Source: an optimization exercise on an open RTL-to-GDS flow (aim: small area and a short achievable clock period). Production flows keep margins and buffers that such runs may drop. Where RTL was checked, it was by simulation tests only, not by an equivalence proof against the original. For runs 3 and 4, only the layout was checked, not whether the RTL still works. Power figures rest on the tool's default switching activity, not on a simulated workload.

==> flow/design.v (outline; a module is shown in full before it is edited, if it fits) <==
// module dds_acc_channel: 79 lines
// module dds_add_full: 255 lines
// module dds_add_sum: 243 lines
// module dds_add_top: 156 lines
// module dds_add_cout: 72 lines
// module dds_pg_n: 11 lines
// module dds_pg_p: 11 lines
// module dds_g_n: 8 lines
// module dds_g_p: 8 lines
// module dds_l0: 9 lines
// module dds_xor: 7 lines
// module dds_phase_accumulator_mc: 86 lines
module dds_phase_accumulator_mc #(
  parameter int NUM_CH = 4,
  parameter int ACC_W  = 32,
  parameter int OUT_W  = 12,
  localparam int CH_W  = dds_pkg::ch_width(NUM_CH)
) (
  input  logic                    clock,
  input  logic                    reset,
  input  logic                    enable,
  input  logic                    cfg_valid,
  output logic                    cfg_ready,
  input  logic [CH_W-1:0]         cfg_ch,
  input  logic [1:0]              cfg_sel,
  input  logic [ACC_W-1:0]        cfg_data,
  input  logic                    update,
  input  logic [NUM_CH-1:0]       sync_clear,
  input  logic [NUM_CH-1:0]       sweep_en,
  output logic [NUM_CH*OUT_W-1:0] phase_out,
  output logic [NUM_CH-1:0]       wrap,
  output logic [NUM_CH-1:0]       sweep_done
);
  // ...
==> flow/run.sh <==
#!/bin/bash
# synth_recipe.tcl (not shown) runs the flow's synth.tcl, then flattens the netlist and writes it again
# the make line also repeats each setting of config.mk as NAME=value (left out here)
make -C /OpenROAD-flow-scripts/flow DESIGN_CONFIG=/design/flow/config.mk WORK_HOME=/design/flow/orfs CLKGATE_MAP_FILE= SYNTH_SCRIPT=/design/flow/synth_recipe.tcl finish
==> flow/config.mk <==
export PLATFORM = sky130hd
export DESIGN_NAME = dds_phase_accumulator_mc
export DESIGN_NICKNAME = dds_phase_accumulator_mc
export VERILOG_FILES = /design/flow/design.v
export SDC_FILE = /design/flow/constraint.sdc
export NUM_CORES = 4
export LEC_CHECK = 0
export CAP_MARGIN = 20
export CORE_MARGIN = 2
export CORE_UTILIZATION = 40
export CTS_CLUSTER_DIAMETER = 80
export CTS_CLUSTER_SIZE = 20
export SETUP_SLACK_MARGIN = 3.2
export SLEW_MARGIN = 20
export SYNTH_HIERARCHICAL = 1
==> flow/constraint.sdc <==
create_clock -name core_clock -period 5.8 [get_ports {clock}]
set_input_delay 1.1600 -clock core_clock [delete_from_list [all_inputs] [get_ports {clock}]]
set_output_delay 1.1600 -clock core_clock [all_outputs]
set_load 0.01 [all_outputs]
==> results.txt, run 1 <==
* Status: no timing/DRC/antenna violations
* Initial antenna violation count at 20
* First-pass GRT wire length at roughly 270 mm
* Crit start category: register
* Critical path startpoint: g_ch[0].u_ch.freq_act[31]$_DFF_P_
* Largest net degree at the start of global routing at between 60 and 70
* Final hold slack at 0.407 ns
* Clock latency on the worst-skew pair at ~0.74 ns
* Hold Path End: g_ch[1].u_ch.nlim_act[20]$_DFF_P_
* Syn avg cell area at between 10 and 15 um2
* Slew margin rel. at a little under a third
* CP max-delay cell: fa_4
* Multi-input gate share of total cell area at between 40 and 50%
* Hold WC Path Type: register to register
* Final instance area at 74000 um2
* Most frequent cells in the layout: 666 x nor2_1, 632 x nand2_1, 512 x edfxtp_1
* Vias at about 46000
* Die span in x at roughly 400 um
* Final setup margin at approximately 2.9 ns
* Max Used Layer: met5
* FILL cells at roughly 14000
* Multi-input gate area at 32800 um2
* Hold_sp: g_ch[1].sh_limit[20]$_DFFE_PP_
* Critical Path Sink: g_ch[0].u_ch.freq_act[27]$_DFF_P_
* Crit path cell chain: fa_4, nor2_4, nor2_4, nand2_4, nor2_4, nand2_2, o21ai_4, buf_12, or2_4, buf_4, buf_12, a211oi_4, a221o_1
==> inputs of run 2 (changes only) <==
--- a/flow/config.mk
+++ b/flow/config.mk
@@ -8,8 +8,8 @@
 export CAP_MARGIN = 20
 export CORE_MARGIN = 2
-export CORE_UTILIZATION = 40
+export CORE_UTILIZATION = 48
 export CTS_CLUSTER_DIAMETER = 80
 export CTS_CLUSTER_SIZE = 20
-export SETUP_SLACK_MARGIN = 3.2
+export SETUP_SLACK_MARGIN = 3.0
 export SLEW_MARGIN = 20
 export SYNTH_HIERARCHICAL = 1
==> run 2 against run 1 <==
Still clean on timing, DRC and antenna; sequential share of layout area rose by 1.6 points; global-route usage rose by 3.3 points; utilization rose by 7.1 points; clock power fell by 5.3%; register-to-register slack improved by 0.10 ns; sequential cell count did not move; count of clock-buffer cells in the layout rose by 2; synthesized cell count did not move; die area fell by 17%; critical endpoint is now g_ch[0].sh_limit[22]$_DFFE_PP_; largest power group unchanged.
==> results.txt, run 2 <==
* RSZ-0062 raised after global routing: yes (unchanged)
* Slew Viols, Final at 0 (unchanged)
* Worst EP arrival at 3.41 ns (was 3.49 ns)
* Grt total ovfl at 0 (unchanged)
* Worst setup path class: primary input to register (was register to register)
* Die area at 134000 um2 (was 161000 um2)
* Final Hold Fails at 0 (unchanged)
* FILL cells at 11352 (was 14033)
* CP max-delay cell: nor2_4 (was fa_4)
* H-tree levels at 3 (unchanged)
* DP Wirelength at 108 mm (was 110 mm)
* Most frequent cells in the layout: 702 x nor2_1, 641 x nand2_1, 512 x edfxtp_1 (was 666 x nor2_1, 632 x nand2_1, 512 x edfxtp_1)
* Clock latency on the worst-skew pair at 0.71 ns (was 0.74 ns)
* Vias per Instance at 5.63 (was 5.47)
* Die H at 366 um (was 401 um)
* LEAKAGE at 27.1 nW (was 28.1 nW)
* Initial antenna violation count at 21 (was 20)
* Vias in the first global route at 43148 (was 44848)
* Core area at 130000 um2 (was 156000 um2)
* Final Util at 54.4% (was 47.4%)
* Status: no timing/DRC/antenna violations (unchanged)
* Crit start category: primary input (was register)
* Final WL at 170 mm (was 179 mm)
* Wirelength per Cell at 21.6 um (was 21.4 um)
* Post-Layout Cell Count at 7872 (was 8323)
* Most common cell after layout, fill and taps aside: nor2_1 (unchanged)
* Area Overhead vs Synth at 12.2% (was 17.5%)
* Worst-case vdd ir drop at 486 uV (was 450 uV)
* Largest net degree at the start of global routing at 68 (unchanged)
* DR pass1 iterations at 5 (was 7)
* Mapped Cells at 5898 (unchanged)
* Syn_nets at 6195 (unchanged)
* Worst-path maximum fanout at 32 (was 6)
* FP Rows at 132 (was 145)
* Clk root buf: clkbuf_16 (unchanged)
* Vias at 44301 (was 45518)
* Crit path cell chain: clkdlybuf4s50_1, or4b_1, nor2_4 (was fa_4, nor2_4, nor2_4, nand2_4, nor2_4, nand2_2, o21ai_4, buf_12, or2_4, buf_4, buf_12, a211oi_4, a221o_1)
* Tightest Pin Transition at 1.06 ns (was 1.05 ns)
* Setup_tns at 0 ns (unchanged)
* Tmin final at 3.09 ns (was 2.88 ns)
* Antenna viol nets, final at 0 (unchanged)
* Max Cap Viol at 0 (unchanged)
* GRT Total Usage at 24.9% (was 21.6%)
* Clock Tree Buf Depth at 3 (unchanged)
* Die span in x at 366 um (was 401 um)
* Synthesized cell area at 63000 um2 (unchanged)
* DRC at 0 (unchanged)
* Hold WC Path Type: register to register (unchanged)
* Placed cells at 7635 (was 7944)
* Worst endpoint required time at 6.12 ns (was 6.41 ns)
* Layout cells sized above 1 at 24.7% (was 29.7%)
* First-pass GRT wire length at 260 mm (was 270 mm)
* Clock transition at path regs at 0.09 ns (was 0.08 ns)
* Pwr/cell area at 480 nW/um2 (was 515 nW/um2)
* Critical Path Max Stage Delay at 0.91 ns (was 0.84 ns)
* CTS tree: built (unchanged)
* Syn avg cell area at 10.7 um2 (unchanged)
* DRT iter0 DRCs at 2798 (was 3256)
* Post-CTS Hold Buffers at 0 (unchanged)
* Crit end category: register (unchanged)
* Peak Freq at 324 MHz (was 347 MHz)
* Period utilisation layout at 53.3% (was 49.7%)
* Synthesis Warnings at 8 (unchanged)
* Slew margin rel. at 29.4% (was 30.1%)
* Post-layout nets at 6363 (was 6482)
* Setup Skew at 0.0344 ns (was 0.0444 ns)
* Total power draw at 0.0339 W (was 0.0381 W)
* Final setup violation count at 0 (unchanged)
* Final instance area at 70700 um2 (was 74000 um2)
* Placed Area at 66200 um2 (was 66600 um2)
* Placer Congestion at 0.839 (was 0.840)
* Io pins at 106 (unchanged)
* CTS sink cnt at 1230 (unchanged)
* Num CTS Buffers at 77 (was 84)
* # port buffers at 105 (unchanged)
* Initial Util at 48.5% (was 40.3%)
run 2: area by class of cell:
class	count	area, um2	area share (%)
Antenna cell	4	10.0	0.0142
Clock buffer	117	2180	3.09
Clock inverter	22	263	0.372
Inverter	274	1050	1.48
Multi-Input combinational cell	4197	31600	44.8
Sequential cell	1230	30400	43.0
Tap cell	1742	2180	3.08
Timing Repair Buffer	286	2970	4.20
run 2: final timing paths:
check | startpoint | slack (ns) | endpoint | cells past startpoint
setup reg to reg | g_ch[3].u_ch.step_act[3]$_DFF_P_ | 3.02 | g_ch[3].u_ch.freq_act[13]$_DFF_P_ | 12
setup / recovery | cfg_ch[1] | 2.71 | g_ch[0].sh_limit[22]$_DFFE_PP_ | 3
min in group asynchronous | reset | 1.24 | g_ch[0].sh_valid[1]$_DFF_PP0_ | 2
hold / removal | g_ch[2].sh_limit[10]$_DFFE_PP_ | 0.41 | g_ch[2].u_ch.nlim_act[10]$_DFF_P_ | 1
max in group asynchronous | reset | 3.89 | g_ch[0].u_ch.act_hold$_DFF_PP0_ | 2
hold reg to reg | g_ch[2].sh_limit[10]$_DFFE_PP_ | 0.41 | g_ch[2].u_ch.nlim_act[10]$_DFF_P_ | 1
run 2: what timing repair did:
action	in CTS	in global routing
setup endpoints to repair	524	504
gates resized for setup	96	256
hold endpoints to repair	0	0
cloned	8	2
pin swaps	18	37
setup buffers	45	35
run 2: power by group:
group	internal, W	switching, W	total [W]
sequential	0.0103	0.00224	0.0126
clock	0.00280	0.00309	0.00589
combinational	0.00658	0.00892	0.0155
run 2: per-layer routing:
layer | GRT usage (%) | vias up | wire length [um]
li1 | - | 21317 | -
met1 | 32.5 | 21794 | 73700
met2 | 42.7 | 927 | 82800
met3 | 3.11 | 259 | 7900
met4 | 8.33 | 4 | 5790
met5 | 0 | - | 26
run 2: stage by stage:
step / hold slack [ns] / setup WS (ns)
floorplan: 0.404 / 2.48
global route: 0.423 / 2.66
global placement: 0.403 / 1.94
finish: 0.412 / 2.71
CTS: 0.413 / 2.71
detailed placement: 0.408 / 1.94
run 2: worst max-delay path, delay by kind of cell:
family,cells,cell delay [ns]
buffers and inverters,1,0.47
AND/OR/NAND/NOR,2,1.75
==> module dds_acc_channel, before the edit <==
module dds_acc_channel #(
  parameter int ACC_W = 32,
  parameter int OUT_W = 12
) (
  input  logic             clock,
  input  logic             reset,
  input  logic             rst_q,
  input  logic             enable,
  input  logic [3:0]       load,
  input  logic             commit,
  input  logic             update,
  input  logic             sync_clear,
  input  logic             sweep_en,
  input  logic [ACC_W-1:0] shadow_freq,
  input  logic [ACC_W-1:0] shadow_ofs,
  input  logic [ACC_W-1:0] shadow_step,
  input  logic [ACC_W-1:0] shadow_limit,
  output logic [OUT_W-1:0] phase,
  output logic             wrap,
  output logic             sweep_done
);
  logic [ACC_W-1:0] freq_act;
  logic [ACC_W-1:0] ofs_act;
  logic [ACC_W-1:0] step_act;
  logic [ACC_W-1:0] nlim_act;    
  logic [ACC_W-1:0] acc;
  logic [ACC_W:0]   acc_sum;
  logic [ACC_W-1:0] sweep_sum;
  logic [OUT_W-1:0] phase_top;
  dds_add_full u_acc_add (
    .a(acc), .b(freq_act), .sum(acc_sum[ACC_W-1:0]), .cout(acc_sum[ACC_W]));
  dds_add_sum u_sweep_add (
    .a(freq_act), .b(step_act), .sum(sweep_sum));
  dds_add_top u_phase_add (
    .a(acc), .b(ofs_act), .sum(phase_top));
  logic [ACC_W-1:0] cs_x, cs_y;
  logic             cs_cout;
  logic             over;
  assign cs_x   = freq_act ^ step_act ^ nlim_act;
  assign cs_y   = (freq_act & step_act) | (freq_act & nlim_act) | (step_act & nlim_act);
  dds_add_cout u_cmp_add (
    .a(cs_x), .b({cs_y[ACC_W-2:0], 1'b0}), .cout(cs_cout));
  assign over   = cs_y[ACC_W-1] | cs_cout;
  logic act_hold;
  always_ff @(posedge clock or posedge reset) begin
    if (reset) begin
      act_hold <= 1'b0;
    end else begin
      act_hold <= ~(~commit & update);
    end
  end
  logic live, acc_add, acc_hold, sw_run, sw_hold;
  assign live     = ~rst_q;
  assign acc_add  = live & ~sync_clear & enable;
  assign acc_hold = live & ~sync_clear & ~enable;
  assign sw_run   = act_hold & sweep_en & enable & ~sweep_done;
  assign sw_hold  = act_hold & ~(sweep_en & enable & ~sweep_done);
  logic [ACC_W-1:0] sweep_next;
  assign sweep_next = over ? ~nlim_act : sweep_sum;
  always_ff @(posedge clock) begin
    acc       <= ({ACC_W{acc_add}} & acc_sum[ACC_W-1:0]) | ({ACC_W{acc_hold}} & acc);
    ofs_act   <= ({ACC_W{load[1]}} & shadow_ofs)   | ({ACC_W{act_hold}} & ofs_act);
    step_act  <= ({ACC_W{load[2]}} & shadow_step)  | ({ACC_W{act_hold}} & step_act);
    nlim_act  <= ~(({ACC_W{load[3]}} & shadow_limit) | ({ACC_W{act_hold}} & ~nlim_act));
    freq_act  <= ({ACC_W{load[0]}} & shadow_freq) | ({ACC_W{sw_run}} & sweep_next) |
                 ({ACC_W{sw_hold}} & freq_act);
  end
  always_ff @(posedge clock or posedge reset) begin
    if (reset) begin
      phase      <= '0;
      wrap       <= 1'b0;
      sweep_done <= 1'b0;
    end else begin
      phase      <= {OUT_W{live}} & phase_top;
      wrap       <= acc_add & acc_sum[ACC_W];
      sweep_done <= act_hold & sweep_en & (sweep_done | (enable & over));
    end
  end
endmodule
==> module dds_add_sum, before the edit <==
module dds_add_sum (
  input  logic [31:0] a,
  input  logic [31:0] b,
  output logic [31:0] sum
);
  logic [31:0] g0, t0, x;
  dds_l0 u_l0 [31:0] (.a(a), .b(b), .gn(g0), .tn(t0));
  dds_xor u_x [31:0] (.a(a), .b(b), .x(x));
  logic g1_1;
  logic n_g1_1;
  logic g2_2;
  logic g1_3, t1_3;
  logic g2_3;
  logic g3_4;
  logic g1_5, t1_5;
  logic n_g2_3;
  logic g3_5;
  logic n_g1_5;
  logic n_t1_5;
  logic g2_6, t2_6;
  logic g3_6;
  logic g1_7, t1_7;
  logic g2_7, t2_7;
  logic g3_7;
  logic n_g3_7;
  logic g4_8;
  logic g1_9, t1_9;
  logic g4_9;
  logic n_g1_9;
  logic n_t1_9;
  logic g2_10, t2_10;
  logic g4_10;
  logic g1_11, t1_11;
  logic g2_11, t2_11;
  logic g4_11;
  logic g3_12, t3_12;
  logic g4_12;
  logic g1_13, t1_13;
  logic n_g2_11;
  logic n_t2_11;
  logic g3_13, t3_13;
  logic g4_13;
  logic n_g1_13;
  logic n_t1_13;
  logic g2_14, t2_14;
  logic g3_14, t3_14;
  logic g4_14;
  logic g1_15, t1_15;
  logic g2_15, t2_15;
  logic g3_15, t3_15;
  logic g4_15;
  logic g5_16;
  logic g1_17, t1_17;
  logic n_g4_15;
  logic g5_17;
  logic n_g1_17;
  logic n_t1_17;
  logic g2_18, t2_18;
  logic g5_18;
  logic g1_19, t1_19;
  logic g2_19, t2_19;
  logic g5_19;
  logic g3_20, t3_20;
  logic g5_20;
  logic g1_21, t1_21;
  logic n_g2_19;
  logic n_t2_19;
  logic g3_21, t3_21;
  logic g5_21;
  logic n_g1_21;
  logic n_t1_21;
  logic g2_22, t2_22;
  logic g3_22, t3_22;
  logic g5_22;
  logic g1_23, t1_23;
  logic g2_23, t2_23;
  logic g3_23, t3_23;
  logic g5_23;
  logic n_g3_23;
  logic n_t3_23;
  logic g4_24, t4_24;
  logic g5_24;
  logic g1_25, t1_25;
  logic g4_25, t4_25;
  logic g5_25;
  logic n_g1_25;
  logic n_t1_25;
  logic g2_26, t2_26;
  logic g4_26, t4_26;
  logic g5_26;
  logic g1_27, t1_27;
  logic g2_27, t2_27;
  logic g4_27, t4_27;
  logic g5_27;
  logic g3_28, t3_28;
  logic g4_28, t4_28;
  logic g5_28;
  logic g1_29, t1_29;
  logic n_g2_27;
  logic n_t2_27;
  logic g3_29, t3_29;
  logic g4_29, t4_29;
  logic g5_29;
  logic n_g1_29;
  logic n_t1_29;
  logic g2_30, t2_30;
  logic g3_30, t3_30;
  logic g4_30, t4_30;
  logic g5_30;
  dds_g_p u1_1 (.gh(g0[1]), .ph(t0[1]), .gl(g0[0]), .g(g1_1));
  assign n_g1_1 = ~g1_1;
  dds_g_p u2_2 (.gh(g0[2]), .ph(t0[2]), .gl(n_g1_1), .g(g2_2));
  dds_pg_p u1_3 (.gh(g0[3]), .ph(t0[3]), .gl(g0[2]), .pl(t0[2]), .g(g1_3), .p(t1_3));
  dds_g_n u2_3 (.gh(g1_3), .ph(t1_3), .gl(g1_1), .g(g2_3));
  dds_g_p u3_4 (.gh(g0[4]), .ph(t0[4]), .gl(g2_3), .g(g3_4));
  dds_pg_p u1_5 (.gh(g0[5]), .ph(t0[5]), .gl(g0[4]), .pl(t0[4]), .g(g1_5), .p(t1_5));
  assign n_g2_3 = ~g2_3;
  dds_g_n u3_5 (.gh(g1_5), .ph(t1_5), .gl(n_g2_3), .g(g3_5));
  assign n_g1_5 = ~g1_5;
  assign n_t1_5 = ~t1_5;
  dds_pg_p u2_6 (.gh(g0[6]), .ph(t0[6]), .gl(n_g1_5), .pl(n_t1_5), .g(g2_6), .p(t2_6));
  dds_g_n u3_6 (.gh(g2_6), .ph(t2_6), .gl(n_g2_3), .g(g3_6));
  dds_pg_p u1_7 (.gh(g0[7]), .ph(t0[7]), .gl(g0[6]), .pl(t0[6]), .g(g1_7), .p(t1_7));
  dds_pg_n u2_7 (.gh(g1_7), .ph(t1_7), .gl(g1_5), .pl(t1_5), .g(g2_7), .p(t2_7));
  dds_g_p u3_7 (.gh(g2_7), .ph(t2_7), .gl(g2_3), .g(g3_7));
  assign n_g3_7 = ~g3_7;
  dds_g_p u4_8 (.gh(g0[8]), .ph(t0[8]), .gl(n_g3_7), .g(g4_8));
  dds_pg_p u1_9 (.gh(g0[9]), .ph(t0[9]), .gl(g0[8]), .pl(t0[8]), .g(g1_9), .p(t1_9));
  dds_g_n u4_9 (.gh(g1_9), .ph(t1_9), .gl(g3_7), .g(g4_9));
  assign n_g1_9 = ~g1_9;
  assign n_t1_9 = ~t1_9;
  dds_pg_p u2_10 (.gh(g0[10]), .ph(t0[10]), .gl(n_g1_9), .pl(n_t1_9), .g(g2_10), .p(t2_10));
  dds_g_n u4_10 (.gh(g2_10), .ph(t2_10), .gl(g3_7), .g(g4_10));
  dds_pg_p u1_11 (.gh(g0[11]), .ph(t0[11]), .gl(g0[10]), .pl(t0[10]), .g(g1_11), .p(t1_11));
  dds_pg_n u2_11 (.gh(g1_11), .ph(t1_11), .gl(g1_9), .pl(t1_9), .g(g2_11), .p(t2_11));
  dds_g_p u4_11 (.gh(g2_11), .ph(t2_11), .gl(n_g3_7), .g(g4_11));
  dds_pg_p u3_12 (.gh(g0[12]), .ph(t0[12]), .gl(g2_11), .pl(t2_11), .g(g3_12), .p(t3_12));
  dds_g_n u4_12 (.gh(g3_12), .ph(t3_12), .gl(g3_7), .g(g4_12));
  dds_pg_p u1_13 (.gh(g0[13]), .ph(t0[13]), .gl(g0[12]), .pl(t0[12]), .g(g1_13), .p(t1_13));
  assign n_g2_11 = ~g2_11;
  assign n_t2_11 = ~t2_11;
  dds_pg_n u3_13 (.gh(g1_13), .ph(t1_13), .gl(n_g2_11), .pl(n_t2_11), .g(g3_13), .p(t3_13));
  dds_g_p u4_13 (.gh(g3_13), .ph(t3_13), .gl(n_g3_7), .g(g4_13));
  assign n_g1_13 = ~g1_13;
  assign n_t1_13 = ~t1_13;
  dds_pg_p u2_14 (.gh(g0[14]), .ph(t0[14]), .gl(n_g1_13), .pl(n_t1_13), .g(g2_14), .p(t2_14));
  dds_pg_n u3_14 (.gh(g2_14), .ph(t2_14), .gl(n_g2_11), .pl(n_t2_11), .g(g3_14), .p(t3_14));
  dds_g_p u4_14 (.gh(g3_14), .ph(t3_14), .gl(n_g3_7), .g(g4_14));
  dds_pg_p u1_15 (.gh(g0[15]), .ph(t0[15]), .gl(g0[14]), .pl(t0[14]), .g(g1_15), .p(t1_15));
  dds_pg_n u2_15 (.gh(g1_15), .ph(t1_15), .gl(g1_13), .pl(t1_13), .g(g2_15), .p(t2_15));
  dds_pg_p u3_15 (.gh(g2_15), .ph(t2_15), .gl(g2_11), .pl(t2_11), .g(g3_15), .p(t3_15));
  dds_g_n u4_15 (.gh(g3_15), .ph(t3_15), .gl(g3_7), .g(g4_15));
  dds_g_p u5_16 (.gh(g0[16]), .ph(t0[16]), .gl(g4_15), .g(g5_16));
  dds_pg_p u1_17 (.gh(g0[17]), .ph(t0[17]), .gl(g0[16]), .pl(t0[16]), .g(g1_17), .p(t1_17));
  assign n_g4_15 = ~g4_15;
  dds_g_n u5_17 (.gh(g1_17), .ph(t1_17), .gl(n_g4_15), .g(g5_17));
  assign n_g1_17 = ~g1_17;
  assign n_t1_17 = ~t1_17;
  dds_pg_p u2_18 (.gh(g0[18]), .ph(t0[18]), .gl(n_g1_17), .pl(n_t1_17), .g(g2_18), .p(t2_18));
  dds_g_n u5_18 (.gh(g2_18), .ph(t2_18), .gl(n_g4_15), .g(g5_18));
  dds_pg_p u1_19 (.gh(g0[19]), .ph(t0[19]), .gl(g0[18]), .pl(t0[18]), .g(g1_19), .p(t1_19));
  dds_pg_n u2_19 (.gh(g1_19), .ph(t1_19), .gl(g1_17), .pl(t1_17), .g(g2_19), .p(t2_19));
  dds_g_p u5_19 (.gh(g2_19), .ph(t2_19), .gl(g4_15), .g(g5_19));
  dds_pg_p u3_20 (.gh(g0[20]), .ph(t0[20]), .gl(g2_19), .pl(t2_19), .g(g3_20), .p(t3_20));
  dds_g_n u5_20 (.gh(g3_20), .ph(t3_20), .gl(n_g4_15), .g(g5_20));
  dds_pg_p u1_21 (.gh(g0[21]), .ph(t0[21]), .gl(g0[20]), .pl(t0[20]), .g(g1_21), .p(t1_21));
  assign n_g2_19 = ~g2_19;
  assign n_t2_19 = ~t2_19;
  dds_pg_n u3_21 (.gh(g1_21), .ph(t1_21), .gl(n_g2_19), .pl(n_t2_19), .g(g3_21), .p(t3_21));
  dds_g_p u5_21 (.gh(g3_21), .ph(t3_21), .gl(g4_15), .g(g5_21));
  assign n_g1_21 = ~g1_21;
  assign n_t1_21 = ~t1_21;
  dds_pg_p u2_22 (.gh(g0[22]), .ph(t0[22]), .gl(n_g1_21), .pl(n_t1_21), .g(g2_22), .p(t2_22));
  dds_pg_n u3_22 (.gh(g2_22), .ph(t2_22), .gl(n_g2_19), .pl(n_t2_19), .g(g3_22), .p(t3_22));
  dds_g_p u5_22 (.gh(g3_22), .ph(t3_22), .gl(g4_15), .g(g5_22));
  dds_pg_p u1_23 (.gh(g0[23]), .ph(t0[23]), .gl(g0[22]), .pl(t0[22]), .g(g1_23), .p(t1_23));
  dds_pg_n u2_23 (.gh(g1_23), .ph(t1_23), .gl(g1_21), .pl(t1_21), .g(g2_23), .p(t2_23));
  dds_pg_p u3_23 (.gh(g2_23), .ph(t2_23), .gl(g2_19), .pl(t2_19), .g(g3_23), .p(t3_23));
  dds_g_n u5_23 (.gh(g3_23), .ph(t3_23), .gl(n_g4_15), .g(g5_23));
  assign n_g3_23 = ~g3_23;
  assign n_t3_23 = ~t3_23;
  dds_pg_p u4_24 (.gh(g0[24]), .ph(t0[24]), .gl(n_g3_23), .pl(n_t3_23), .g(g4_24), .p(t4_24));
  dds_g_n u5_24 (.gh(g4_24), .ph(t4_24), .gl(n_g4_15), .g(g5_24));
  dds_pg_p u1_25 (.gh(g0[25]), .ph(t0[25]), .gl(g0[24]), .pl(t0[24]), .g(g1_25), .p(t1_25));
  dds_pg_n u4_25 (.gh(g1_25), .ph(t1_25), .gl(g3_23), .pl(t3_23), .g(g4_25), .p(t4_25));
  dds_g_p u5_25 (.gh(g4_25), .ph(t4_25), .gl(g4_15), .g(g5_25));
  assign n_g1_25 = ~g1_25;
  assign n_t1_25 = ~t1_25;
  dds_pg_p u2_26 (.gh(g0[26]), .ph(t0[26]), .gl(n_g1_25), .pl(n_t1_25), .g(g2_26), .p(t2_26));
  dds_pg_n u4_26 (.gh(g2_26), .ph(t2_26), .gl(g3_23), .pl(t3_23), .g(g4_26), .p(t4_26));
  dds_g_p u5_26 (.gh(g4_26), .ph(t4_26), .gl(g4_15), .g(g5_26));
  dds_pg_p u1_27 (.gh(g0[27]), .ph(t0[27]), .gl(g0[26]), .pl(t0[26]), .g(g1_27), .p(t1_27));
  dds_pg_n u2_27 (.gh(g1_27), .ph(t1_27), .gl(g1_25), .pl(t1_25), .g(g2_27), .p(t2_27));
  dds_pg_p u4_27 (.gh(g2_27), .ph(t2_27), .gl(n_g3_23), .pl(n_t3_23), .g(g4_27), .p(t4_27));
  dds_g_n u5_27 (.gh(g4_27), .ph(t4_27), .gl(n_g4_15), .g(g5_27));
  dds_pg_p u3_28 (.gh(g0[28]), .ph(t0[28]), .gl(g2_27), .pl(t2_27), .g(g3_28), .p(t3_28));
  dds_pg_n u4_28 (.gh(g3_28), .ph(t3_28), .gl(g3_23), .pl(t3_23), .g(g4_28), .p(t4_28));
  dds_g_p u5_28 (.gh(g4_28), .ph(t4_28), .gl(g4_15), .g(g5_28));
  dds_pg_p u1_29 (.gh(g0[29]), .ph(t0[29]), .gl(g0[28]), .pl(t0[28]), .g(g1_29), .p(t1_29));
  assign n_g2_27 = ~g2_27;
  assign n_t2_27 = ~t2_27;
  dds_pg_n u3_29 (.gh(g1_29), .ph(t1_29), .gl(n_g2_27), .pl(n_t2_27), .g(g3_29), .p(t3_29));
  dds_pg_p u4_29 (.gh(g3_29), .ph(t3_29), .gl(n_g3_23), .pl(n_t3_23), .g(g4_29), .p(t4_29));
  dds_g_n u5_29 (.gh(g4_29), .ph(t4_29), .gl(n_g4_15), .g(g5_29));
  assign n_g1_29 = ~g1_29;
  assign n_t1_29 = ~t1_29;
  dds_pg_p u2_30 (.gh(g0[30]), .ph(t0[30]), .gl(n_g1_29), .pl(n_t1_29), .g(g2_30), .p(t2_30));
  dds_pg_n u3_30 (.gh(g2_30), .ph(t2_30), .gl(n_g2_27), .pl(n_t2_27), .g(g3_30), .p(t3_30));
  dds_pg_p u4_30 (.gh(g3_30), .ph(t3_30), .gl(n_g3_23), .pl(n_t3_23), .g(g4_30), .p(t4_30));
  dds_g_n u5_30 (.gh(g4_30), .ph(t4_30), .gl(n_g4_15), .g(g5_30));
  assign sum[0] = x[0];
  assign sum[1] = ~(x[1] ^ g0[0]);
  assign sum[2] = (x[2] ^ g1_1);
  assign sum[3] = (x[3] ^ g2_2);
  assign sum[4] = ~(x[4] ^ g2_3);
  assign sum[5] = (x[5] ^ g3_4);
  assign sum[6] = ~(x[6] ^ g3_5);
  assign sum[7] = ~(x[7] ^ g3_6);
  assign sum[8] = (x[8] ^ g3_7);
  assign sum[9] = (x[9] ^ g4_8);
  assign sum[10] = ~(x[10] ^ g4_9);
  assign sum[11] = ~(x[11] ^ g4_10);
  assign sum[12] = (x[12] ^ g4_11);
  assign sum[13] = ~(x[13] ^ g4_12);
  assign sum[14] = (x[14] ^ g4_13);
  assign sum[15] = (x[15] ^ g4_14);
  assign sum[16] = ~(x[16] ^ g4_15);
  assign sum[17] = (x[17] ^ g5_16);
  assign sum[18] = ~(x[18] ^ g5_17);
  assign sum[19] = ~(x[19] ^ g5_18);
  assign sum[20] = (x[20] ^ g5_19);
  assign sum[21] = ~(x[21] ^ g5_20);
  assign sum[22] = (x[22] ^ g5_21);
  assign sum[23] = (x[23] ^ g5_22);
  assign sum[24] = ~(x[24] ^ g5_23);
  assign sum[25] = ~(x[25] ^ g5_24);
  assign sum[26] = (x[26] ^ g5_25);
  assign sum[27] = (x[27] ^ g5_26);
  assign sum[28] = ~(x[28] ^ g5_27);
  assign sum[29] = (x[29] ^ g5_28);
  assign sum[30] = ~(x[30] ^ g5_29);
  assign sum[31] = ~(x[31] ^ g5_30);
endmodule
==> inputs of run 3 (changes only) <==
--- a/flow/design.v
+++ b/flow/design.v
@@ -43,9 +43,10 @@
   logic [ACC_W:0]   acc_sum;
   logic [ACC_W-1:0] sweep_sum;
+  logic [ACC_W-1:0] sweep_px;    
   logic [OUT_W-1:0] phase_top;
   dds_add_full u_acc_add (
     .a(acc), .b(freq_act), .sum(acc_sum[ACC_W-1:0]), .cout(acc_sum[ACC_W]));
   dds_add_sum u_sweep_add (
-    .a(freq_act), .b(step_act), .sum(sweep_sum));
+    .a(freq_act), .b(step_act), .sum(sweep_sum), .px(sweep_px));
   dds_add_top u_phase_add (
     .a(acc), .b(ofs_act), .sum(phase_top));
@@ -53,5 +54,5 @@
   logic             cs_cout;
   logic             over;
-  assign cs_x   = freq_act ^ step_act ^ nlim_act;
+  assign cs_x   = sweep_px ^ nlim_act;
   assign cs_y   = (freq_act & step_act) | (freq_act & nlim_act) | (step_act & nlim_act);
   dds_add_cout u_cmp_add (
@@ -352,9 +353,11 @@
   input  logic [31:0] a,
   input  logic [31:0] b,
-  output logic [31:0] sum
+  output logic [31:0] sum,
+  output logic [31:0] px
 );
   logic [31:0] g0, t0, x;
   dds_l0 u_l0 [31:0] (.a(a), .b(b), .gn(g0), .tn(t0));
   dds_xor u_x [31:0] (.a(a), .b(b), .x(x));
+  assign px = x;
   logic g1_1;
   logic n_g1_1;
--- a/flow/config.mk
+++ b/flow/config.mk
@@ -8,8 +8,6 @@
 export CAP_MARGIN = 20
 export CORE_MARGIN = 2
-export CORE_UTILIZATION = 48
-export CTS_CLUSTER_DIAMETER = 80
-export CTS_CLUSTER_SIZE = 20
-export SETUP_SLACK_MARGIN = 3.0
+export CORE_UTILIZATION = 55
+export SETUP_SLACK_MARGIN = 3.1
 export SLEW_MARGIN = 20
 export SYNTH_HIERARCHICAL = 1
==> run 3 against run 2 <==
Register-to-register slack better by 0.10 ns; cell count is 3.9% higher; total power grew 16%; via count increased by 7.4%; area after synthesis grew 1.4%; largest cell class unchanged; largest power group unchanged.
==> results.txt, run 3 <==
* Max Cap Viol at 0 (unchanged)
* GRT Total Usage at 29.4% (was 24.9%)
* CP max-delay cell: nand4b_1 (was nor2_4)
* Crit end category: register (unchanged)
* Final Hold Fails at 0 (unchanged)
* Setup Skew at 0.0255 ns (was 0.0344 ns)
* Antenna viol nets, final at 0 (unchanged)
* Die span in x at 345 um (was 366 um)
* Hold WC Path Type: register to register (unchanged)
* Status: no timing/DRC/antenna violations (unchanged)
* Clock latency on the worst-skew pair at 0.75 ns (was 0.71 ns)
* Core area at 115000 um2 (was 130000 um2)
* FP Rows at 124 (was 132)
* RSZ-0062 raised after global routing: yes (unchanged)
* Io pins at 106 (unchanged)
* Switching Fraction at 40.0% (was 42.0%)
* Placer Congestion at 0.850 (was 0.839)
* Synthesis Warnings at 8 (unchanged)
* DP Wirelength at 110 mm (was 108 mm)
* CP top delay family: simple AND/OR/NAND/NOR gates (unchanged)
* Final setup margin at 3.06 ns (was 2.71 ns)
* Final setup violation count at 0 (unchanged)
* DRC at 0 (unchanged)
* Initial antenna violation count at 21 (unchanged)
* H-tree levels at 4 (was 3)
* Synthesized cell area at 63800 um2 (was 63000 um2)
* First-pass GRT wire length at 268 mm (was 260 mm)
* Worst endpoint required time at 6.21 ns (was 6.12 ns)
* DRT iter0 DRCs at 3285 (was 2798)
* Largest net degree at the start of global routing at 83 (was 68)
* Tightest Pin Transition at 1.14 ns (was 1.06 ns)
* RR Startpoint: g_ch[3].u_ch.step_act[14]$_DFF_P_ (was g_ch[3].u_ch.step_act[3]$_DFF_P_)
* Clk pwr share at 22.6% (was 17.4%)
* Peak Freq at 365 MHz (was 324 MHz)
* Combinational share of power at 44.9% (was 45.7%)
* Levels on crit path at 4 (was 3)
* Area Overhead vs Synth at 18.5% (was 12.2%)
* Critical Path Sink: g_ch[3].sh_step[28]$_DFFE_PP_ (was g_ch[0].sh_limit[22]$_DFFE_PP_)
* Tmin final at 2.74 ns (was 3.09 ns)
* Worst-path maximum fanout at 18 (was 32)
* Slew Viols, Final at 0 (unchanged)
* Worst-case vdd ir drop at 362 uV (was 486 uV)
* Buf/Inv on CP at 2 (was 1)
* Vias per Instance at 5.81 (was 5.63)
* Grt total ovfl at 0 (unchanged)
* Vias in the first global route at 45841 (was 43148)
* Setup slack at placement at 1.91 ns (was 1.94 ns)
* Critical path startpoint: cfg_valid (was cfg_ch[1])
* Reg power frac at 32.5% (was 37.0%)
* Mapped Cells at 6306 (was 5898)
* Most frequent cells in the layout: 685 x nor2_1, 641 x nand2_1, 512 x edfxtp_1 (was 702 x nor2_1, 641 x nand2_1, 512 x edfxtp_1)
* Slew margin rel. at 23.7% (was 29.4%)
* Clk root buf: clkbuf_16 (unchanged)
* DR pass1 iterations at 6 (was 5)
* Pwr/cell area at 518 nW/um2 (was 480 nW/um2)
* Worst EP arrival at 3.15 ns (was 3.41 ns)
* Critical Path Max Stage Delay at 0.64 ns (was 0.91 ns)
* Vias at 47564 (was 44301)
* # port buffers at 105 (unchanged)
* Num CTS Buffers at 138 (was 77)
* Post-CTS Hold Buffers at 0 (unchanged)
* Worst Reg-to-Reg Cells at 13 (was 12)
* Setup_tns at 0 ns (unchanged)
* RR Endpoint: g_ch[3].u_ch.freq_act[12]$_DFF_P_ (was g_ch[3].u_ch.freq_act[13]$_DFF_P_)
* Die area at 119000 um2 (was 134000 um2)
* Final WL at 180 mm (was 170 mm)
* Wirelength per Cell at 22.0 um (was 21.6 um)
* Crit start category: primary input (unchanged)
* Post-layout nets at 6725 (was 6363)
* Die H at 345 um (was 366 um)
* R2R Setup Slk at 3.12 ns (was 3.02 ns)
* Syn_nets at 6475 (was 6195)
* CTS sink cnt at 1230 (unchanged)
* CTS tree: built (unchanged)
* Clock transition at path regs at 0.06 ns (was 0.09 ns)
* Layout cells sized above 1 at 27.3% (was 24.7%)
* Syn avg cell area at 10.1 um2 (was 10.7 um2)
* Initial Util at 55.7% (was 48.5%)
* FILL cells at 9009 (was 11352)
* Worst setup path class: primary input to register (unchanged)
* Switch Pwr at 0.0157 W (was 0.0142 W)
* Most common cell after layout, fill and taps aside: nor2_1 (unchanged)
* Clock Tree Buf Depth at 3 (unchanged)
* LEAKAGE at 29.2 nW (was 27.1 nW)
* Internal at 0.0235 W (was 0.0197 W)
* Crit path cell chain: clkdlybuf4s50_1, nand4b_1, nor2_4, buf_4 (was clkdlybuf4s50_1, or4b_1, nor2_4)
* Period utilisation layout at 47.2% (was 53.3%)
run 3: how the worst min path moves through the flow:
| stage | from | to | depth (start not counted) |
|---|---|---|---|
| after global routing | g_ch[3].sh_limit[8]$_DFFE_PP_ | g_ch[3].u_ch.nlim_act[8]$_DFF_P_ | 1 |
| final | g_ch[0].sh_limit[31]$_DFFE_PP_ | g_ch[0].u_ch.nlim_act[31]$_DFF_P_ | 1 |
| after CTS | g_ch[0].sh_limit[31]$_DFFE_PP_ | g_ch[0].u_ch.nlim_act[31]$_DFF_P_ | 1 |
| after detailed placement | g_ch[1].sh_limit[23]$_DFFE_PP_ | g_ch[1].u_ch.nlim_act[23]$_DFF_P_ | 1 |
| after floorplan | g_ch[0].sh_limit[30]$_DFFE_PP_ | g_ch[0].u_ch.nlim_act[30]$_DFF_P_ | 1 |
| after global placement | g_ch[0].sh_limit[28]$_DFFE_PP_ | g_ch[0].u_ch.nlim_act[28]$_DFF_P_ | 1 |
run 3: final cells by class:
| type | instances | area [um2] | share of cell area [%] |
|---|---|---|---|
| Antenna cell | 4 | 10.0 | 0.0132 |
| Clock buffer | 187 | 3890 | 5.14 |
| Clock inverter | 63 | 686 | 0.906 |
| Inverter | 398 | 1520 | 2.01 |
| Multi-Input combinational cell | 4460 | 33800 | 44.6 |
| Sequential cell | 1230 | 30800 | 40.7 |
| Tap cell | 1512 | 1890 | 2.50 |
| Timing Repair Buffer | 328 | 3130 | 4.14 |
run 3: what timing repair did:
| action | 4_1_cts | 5_1_grt |
|---|---|---|
| gates cloned | 5 | 9 |
| resized for setup | 282 | 526 |
| setup buffers | 48 | 63 |
| endpoints found under the setup margin | 506 | 293 |
| pin swaps | 21 | 90 |
run 3: power by group through the flow:
stage / clock (W) / combinational, W / sequential (W)
final: 0.00887 / 0.0176 / 0.0127
after global routing: 0.00935 / 0.0191 / 0.0130
after CTS: 0.00902 / 0.0155 / 0.0123
after detailed placement: 0 / 0.0147 / 0.0124
after global placement: 0 / 0.0144 / 0.0124
after floorplan: 0 / 0.0120 / 0.0117
run 3: metal layers:
layer | track usage [%] | up-vias | routed length, um
li1 | - | 22792 | -
met4 | 10.9 | 10 | 6100
met1 | 37.9 | 23287 | 76300
met2 | 50.5 | 1183 | 88100
met5 | 0 | - | 67
met3 | 3.69 | 292 | 9360
run 3: per-stage QoR:
step / total power [W] / std cells / util, % / cell area [um2] / hold WS, ns
2_1_floorplan: 0.0237 / 6306 / - / 63900 / 0.407
3_3_place_gp: 0.0268 / 7798 / 58.1 / 66600 / 0.411
3_5_place_dp: 0.0271 / 7801 / 58.1 / 66700 / 0.416
4_1_cts: 0.0369 / 8104 / 63.1 / 72400 / 0.418
5_1_grt: 0.0414 / 8178 / 66.0 / 75600 / 0.428
6_report: 0.0392 / 8182 / 66.0 / 75600 / 0.418
==> module dds_phase_accumulator_mc, before the edit <==
module dds_phase_accumulator_mc #(
  parameter int NUM_CH = 4,
  parameter int ACC_W  = 32,
  parameter int OUT_W  = 12,
  localparam int CH_W  = dds_pkg::ch_width(NUM_CH)
) (
  input  logic                    clock,
  input  logic                    reset,
  input  logic                    enable,
  input  logic                    cfg_valid,
  output logic                    cfg_ready,
  input  logic [CH_W-1:0]         cfg_ch,
  input  logic [1:0]              cfg_sel,
  input  logic [ACC_W-1:0]        cfg_data,
  input  logic                    update,
  input  logic [NUM_CH-1:0]       sync_clear,
  input  logic [NUM_CH-1:0]       sweep_en,
  output logic [NUM_CH*OUT_W-1:0] phase_out,
  output logic [NUM_CH-1:0]       wrap,
  output logic [NUM_CH-1:0]       sweep_done
);
  logic commit_pending;
  logic rst_q;
  assign cfg_ready = ~commit_pending;
  always_ff @(posedge clock or posedge reset) begin
    if (reset) begin
      commit_pending <= 1'b0;
    end else begin
      commit_pending <= ~commit_pending & update;
    end
  end
  always_ff @(posedge clock or posedge reset) begin
    if (reset) begin
      rst_q <= 1'b1;
    end else begin
      rst_q <= 1'b0;
    end
  end
  for (genvar c = 0; c < NUM_CH; c++) begin : g_ch
    logic [ACC_W-1:0] sh_freq;
    logic [ACC_W-1:0] sh_ofs;
    logic [ACC_W-1:0] sh_step;
    logic [ACC_W-1:0] sh_limit;
    logic             wr_hit;
    logic [3:0]       wr, sh_valid, load;
    assign wr_hit = cfg_valid && cfg_ready && (cfg_ch == CH_W'(c));
    for (genvar s = 0; s < 4; s++) begin : g_sel
      assign wr[s]   = wr_hit & (cfg_sel == 2'(s));
    end
    always_ff @(posedge clock or posedge reset) begin
      if (reset) begin
        sh_valid <= '0;
      end else begin
        sh_valid <= sh_valid | wr;
      end
    end
    always_ff @(posedge clock) begin
      if (wr[dds_pkg::CFG_FREQ])        sh_freq  <= cfg_data;
      if (wr[dds_pkg::CFG_PHASE_OFS])   sh_ofs   <= cfg_data;
      if (wr[dds_pkg::CFG_SWEEP_STEP])  sh_step  <= cfg_data;
      if (wr[dds_pkg::CFG_SWEEP_LIMIT]) sh_limit <= cfg_data;
    end
    assign load = {4{commit_pending}} & sh_valid;
    dds_acc_channel #(
      .ACC_W(ACC_W),
      .OUT_W(OUT_W)
    ) u_ch (
      .clock       (clock),
      .reset       (reset),
      .rst_q       (rst_q),
      .enable      (enable),
      .load        (load),
      .commit      (commit_pending),
      .update      (update),
      .sync_clear  (sync_clear[c]),
      .sweep_en    (sweep_en[c]),
      .shadow_freq (sh_freq),
      .shadow_ofs  (sh_ofs),
      .shadow_step (sh_step),
      .shadow_limit(sh_limit),
      .phase       (phase_out[c*OUT_W +: OUT_W]),
      .wrap        (wrap[c]),
      .sweep_done  (sweep_done[c])
    );
  end
endmodule
==> inputs of run 4 (changes only) <==
--- a/flow/design.v
+++ b/flow/design.v
@@ -43,10 +43,9 @@
   logic [ACC_W:0]   acc_sum;
   logic [ACC_W-1:0] sweep_sum;
-  logic [ACC_W-1:0] sweep_px;    
   logic [OUT_W-1:0] phase_top;
   dds_add_full u_acc_add (
     .a(acc), .b(freq_act), .sum(acc_sum[ACC_W-1:0]), .cout(acc_sum[ACC_W]));
   dds_add_sum u_sweep_add (
-    .a(freq_act), .b(step_act), .sum(sweep_sum), .px(sweep_px));
+    .a(freq_act), .b(step_act), .sum(sweep_sum));
   dds_add_top u_phase_add (
     .a(acc), .b(ofs_act), .sum(phase_top));
@@ -54,5 +53,5 @@
   logic             cs_cout;
   logic             over;
-  assign cs_x   = sweep_px ^ nlim_act;
+  assign cs_x   = freq_act ^ step_act ^ nlim_act;
   assign cs_y   = (freq_act & step_act) | (freq_act & nlim_act) | (step_act & nlim_act);
   dds_add_cout u_cmp_add (
@@ -353,11 +352,9 @@
   input  logic [31:0] a,
   input  logic [31:0] b,
-  output logic [31:0] sum,
-  output logic [31:0] px
+  output logic [31:0] sum
 );
   logic [31:0] g0, t0, x;
   dds_l0 u_l0 [31:0] (.a(a), .b(b), .gn(g0), .tn(t0));
   dds_xor u_x [31:0] (.a(a), .b(b), .x(x));
-  assign px = x;
   logic g1_1;
   logic n_g1_1;
@@ -900,5 +897,13 @@
   logic commit_pending;
   logic rst_q;
-  assign cfg_ready = ~commit_pending;
+  always_ff @(posedge clock or posedge reset) begin
+    if (reset) begin
+      cfg_ready <= 1'b1;
+    end else begin
+      cfg_ready <= ~(~commit_pending & update);
+    end
+  end
+  logic wr_ok;
+  assign wr_ok = cfg_valid & cfg_ready;
   always_ff @(posedge clock or posedge reset) begin
     if (reset) begin
@@ -922,7 +927,7 @@
     logic             wr_hit;
     logic [3:0]       wr, sh_valid, load;
-    assign wr_hit = cfg_valid && cfg_ready && (cfg_ch == CH_W'(c));
+    assign wr_hit = cfg_ch == CH_W'(c);
     for (genvar s = 0; s < 4; s++) begin : g_sel
-      assign wr[s]   = wr_hit & (cfg_sel == 2'(s));
+      assign wr[s]   = wr_ok & (wr_hit & (cfg_sel == 2'(s)));
     end
     always_ff @(posedge clock or posedge reset) begin
--- a/flow/config.mk
+++ b/flow/config.mk
@@ -8,5 +8,7 @@
 export CAP_MARGIN = 20
 export CORE_MARGIN = 2
-export CORE_UTILIZATION = 55
+export CORE_UTILIZATION = 45
+export CTS_CLUSTER_DIAMETER = 80
+export CTS_CLUSTER_SIZE = 20
 export SETUP_SLACK_MARGIN = 3.1
 export SLEW_MARGIN = 20
==> run 4 against run 3 <==
Area after synthesis shrank 1.3%; cell count is 1.2% lower; worst setup slack got worse by 0.23 ns; non-clock buffer count grew 17; register-to-register slack got worse by 0.09 ns; utilization down 14 points; cell area decreased by 4.4%; synthesized cell count fell by 6.5%; hold slack worse by 0.0093 ns; total power shrank 11%; critical endpoint is now g_ch[2].sh_limit[3]$_DFFE_PP_; largest cell class unchanged; largest power group unchanged.
==> results.txt, run 4 <==
* Status: no timing/DRC/antenna violations (unchanged)
* Crit start category: primary input (unchanged)
* Setup slack at placement at 1.96 ns (was 1.91 ns)
* Final Hold Fails at 0 (unchanged)
* CTS sink cnt at 1231 (was 1230)
* R2R Setup Slk at 3.03 ns (was 3.12 ns)
* Largest net degree at the start of global routing at 68 (was 83)
* Pwr/cell area at 483 nW/um2 (was 518 nW/um2)
* Vias at 44766 (was 47564)
* RR Endpoint: g_ch[0].u_ch.freq_act[11]$_DFF_P_ (was g_ch[3].u_ch.freq_act[12]$_DFF_P_)
* First-pass GRT wire length at 260 mm (was 268 mm)
* Slew Viols, Final at 0 (unchanged)
* Placer Congestion at 0.833 (was 0.850)
* Synthesized cell area at 63000 um2 (was 63800 um2)
* DR pass1 iterations at 7 (was 6)
* Peak Freq at 337 MHz (was 365 MHz)
* Setup Skew at 0.0300 ns (was 0.0255 ns)
* Num CTS Buffers at 83 (was 138)
* Grt total ovfl at 0 (unchanged)
* Clk root buf: clkbuf_16 (unchanged)
* Slew margin rel. at 18.1% (was 23.7%)
* Max Cap Viol at 0 (unchanged)
* Initial antenna violation count at 21 (unchanged)
* Antenna viol nets, final at 0 (unchanged)
* Final WL at 174 mm (was 180 mm)
* Clock latency on the worst-skew pair at 0.72 ns (was 0.75 ns)
* H-tree levels at 3 (was 4)
* DRT iter0 DRCs at 2951 (was 3285)
* Worst setup path class: primary input to register (unchanged)
* Worst Reg-to-Reg Cells at 11 (was 13)
* Hold_sp: g_ch[1].sh_limit[6]$_DFFE_PP_ (was g_ch[0].sh_limit[31]$_DFFE_PP_)
* Crit end category: register (unchanged)
* Tightest Pin Transition at 1.23 ns (was 1.14 ns)
* Vias per Instance at 5.54 (was 5.81)
* Core area at 139000 um2 (was 115000 um2)
* DP Wirelength at 109 mm (was 110 mm)
* Worst-path maximum fanout at 23 (was 18)
* Area Overhead vs Synth at 14.8% (was 18.5%)
* Tmin final at 2.97 ns (was 2.74 ns)
* Syn_nets at 6193 (was 6475)
* Syn avg cell area at 10.7 um2 (was 10.1 um2)
* Clock transition at path regs at 0.09 ns (was 0.06 ns)
* Critical Path Max Stage Delay at 0.68 ns (was 0.64 ns)
* RR Startpoint: g_ch[0].u_ch.freq_act[3]$_DFF_P_ (was g_ch[3].u_ch.step_act[14]$_DFF_P_)
* GRT Total Usage at 23.8% (was 29.4%)
* # port buffers at 105 (unchanged)
* RSZ-0062 raised after global routing: yes (unchanged)
* Wirelength per Cell at 21.6 um (was 22.0 um)
* Total power draw at 0.0349 W (was 0.0392 W)
* Crit path cell chain: clkdlybuf4s50_1, nand4b_2, nor2_4, buf_12 (was clkdlybuf4s50_1, nand4b_1, nor2_4, buf_4)
* Io pins at 106 (unchanged)
* Worst EP arrival at 3.38 ns (was 3.15 ns)
* Initial Util at 45.3% (was 55.7%)
* Most frequent cells in the layout: 666 x nor2_1, 637 x nand2_1, 512 x edfxtp_1 (was 685 x nor2_1, 641 x nand2_1, 512 x edfxtp_1)
* Worst-case vdd ir drop at 488 uV (was 362 uV)
* CTS tree: built (unchanged)
* Worst endpoint required time at 6.21 ns (about the same)
* Post-CTS Hold Buffers at 0 (unchanged)
* Most common cell after layout, fill and taps aside: nor2_1 (unchanged)
* Hold WC Path Type: register to register (unchanged)
* LEAKAGE at 27.7 nW (was 29.2 nW)
* Final setup margin at 2.83 ns (was 3.06 ns)
* Hold Path End: g_ch[1].u_ch.nlim_act[6]$_DFF_P_ (was g_ch[0].u_ch.nlim_act[31]$_DFF_P_)
* Final instance area at 72300 um2 (was 75600 um2)
* Post-layout nets at 6432 (was 6725)
* Vias in the first global route at 42591 (was 45841)
* Mapped Cells at 5896 (was 6306)
* Period utilisation layout at 51.2% (was 47.2%)
* Hold Crit Depth at 1 (unchanged)
* Clock Tree Buf Depth at 3 (unchanged)
* Die H at 378 um (was 345 um)
* DRC at 0 (unchanged)
* Die span in x at 378 um (was 345 um)
* Final setup violation count at 0 (unchanged)
* CP max-delay cell: nand4b_2 (was nand4b_1)
* Final hold slack at 0.409 ns (was 0.418 ns)
* Setup_tns at 0 ns (unchanged)
* Placed Area at 66400 um2 (was 66700 um2)
* Layout cells sized above 1 at 27.9% (was 27.3%)
* Synthesis Warnings at 8 (unchanged)
* FP Rows at 137 (was 124)
* Die area at 143000 um2 (was 119000 um2)
[run 4: power breakdown]
part	switching, W	internal (W)	leakage, nW
Sequential	0.00211	0.0104	11.0
Clock	0.00326	0.00302	1.31
Combinational	0.00941	0.00677	15.4
Total	0.0148	0.0201	27.7
[run 4: how the worst max path moves through the flow]
stage,depth (start not counted),end,slack (ns),start
global placement,4,g_ch[1].sh_freq[21]$_DFFE_PP_,1.98,cfg_ch[1]
CTS,4,g_ch[1].sh_freq[21]$_DFFE_PP_,2.72,cfg_ch[1]
finish,4,g_ch[2].sh_limit[3]$_DFFE_PP_,2.83,cfg_valid
floorplan,2,g_ch[1].sh_step[0]$_DFFE_PP_,2.93,cfg_ch[1]
detailed placement,4,g_ch[1].sh_freq[21]$_DFFE_PP_,1.96,cfg_ch[1]
global route,4,g_ch[2].sh_limit[3]$_DFFE_PP_,2.81,cfg_valid
[run 4: repair_timing]
action	CTS	global route
pin swaps	31	187
setup endpoints to repair	663	390
buffers inserted	43	92
gates cloned	7	11
resized for setup	234	370
[run 4: cell type report]
cell class | instances | area (um2)
fill | 12211 | 66900
multi-input combinational | 4200 | 32200
sequential | 1231 | 30600
timing repair buffer | 345 | 3410
tap | 1876 | 2350
clock buffer | 118 | 2310
inverter | 274 | 1060
clock inverter | 33 | 397
antenna | 6 | 15.0
[run 4: metrics by stage]
stage,util [%],cells
3_3_place_gp,47.6,7764
5_1_grt,52.0,8078
2_1_floorplan,-,5896
3_5_place_dp,47.7,7767
4_1_cts,50.3,7968
6_report,52.0,8083
[run 4: critical path, delay by kind of cell]
family,cells,cell delay (ns)
simple gates,2,1.32
buf+inv,2,0.85
[run 4: per-layer routing]
metal / vias up / share of wire (%) / wire length, um / track usage, %
li1: 21492 / - / - / -
met1: 21980 / 44 / 76700 / 31.7
met2: 1005 / 47 / 82800 / 40.1
met3: 283 / 4.8 / 8330 / 2.71
met4: 6 / 3.7 / 6540 / 7.96
met5: - / 0.021 / 37 / 0

## re-timing with driven ports
The results above use ideal ports. As a check the final layouts listed here were re-extracted and re-timed, cells and wires unchanged.
Step 1, drivers: a clkbuf_16 drives clock and a buf_2 each remaining input, both assumed.
Step 2 moves the port delays by t, midway between the first and last clock arrival at a register: inputs arrive t later, outputs are due t later. That takes back most of the time a late clock gives input paths.
a / b / c = no drivers / after step 1 / after step 2; a / b = the first two.
run	t, ns	setup slack, ns	worst hold slack (ns)	slew at the worst register clock pin (ns)
run 1	0.800	2.919 / 2.919 / 2.317	0.407 / 0.407 / 0.407	0.09 / 0.09
run 2	0.770	2.711 / 2.631 / 1.861	0.412 / 0.412 / 0.412	0.09 / 0.09
run 3	0.814	3.060 / 3.048 / 2.234	0.418 / 0.418 / 0.418	0.06 / 0.06
run 4	0.790	2.832 / 2.823 / 2.033	0.409 / 0.409 / 0.409	0.09 / 0.09
After both steps setup and hold are still met in every run listed. For run 2, which loses most, drivers alone change the setup slack by -0.080 ns; drivers and shift together by -0.850 ns.
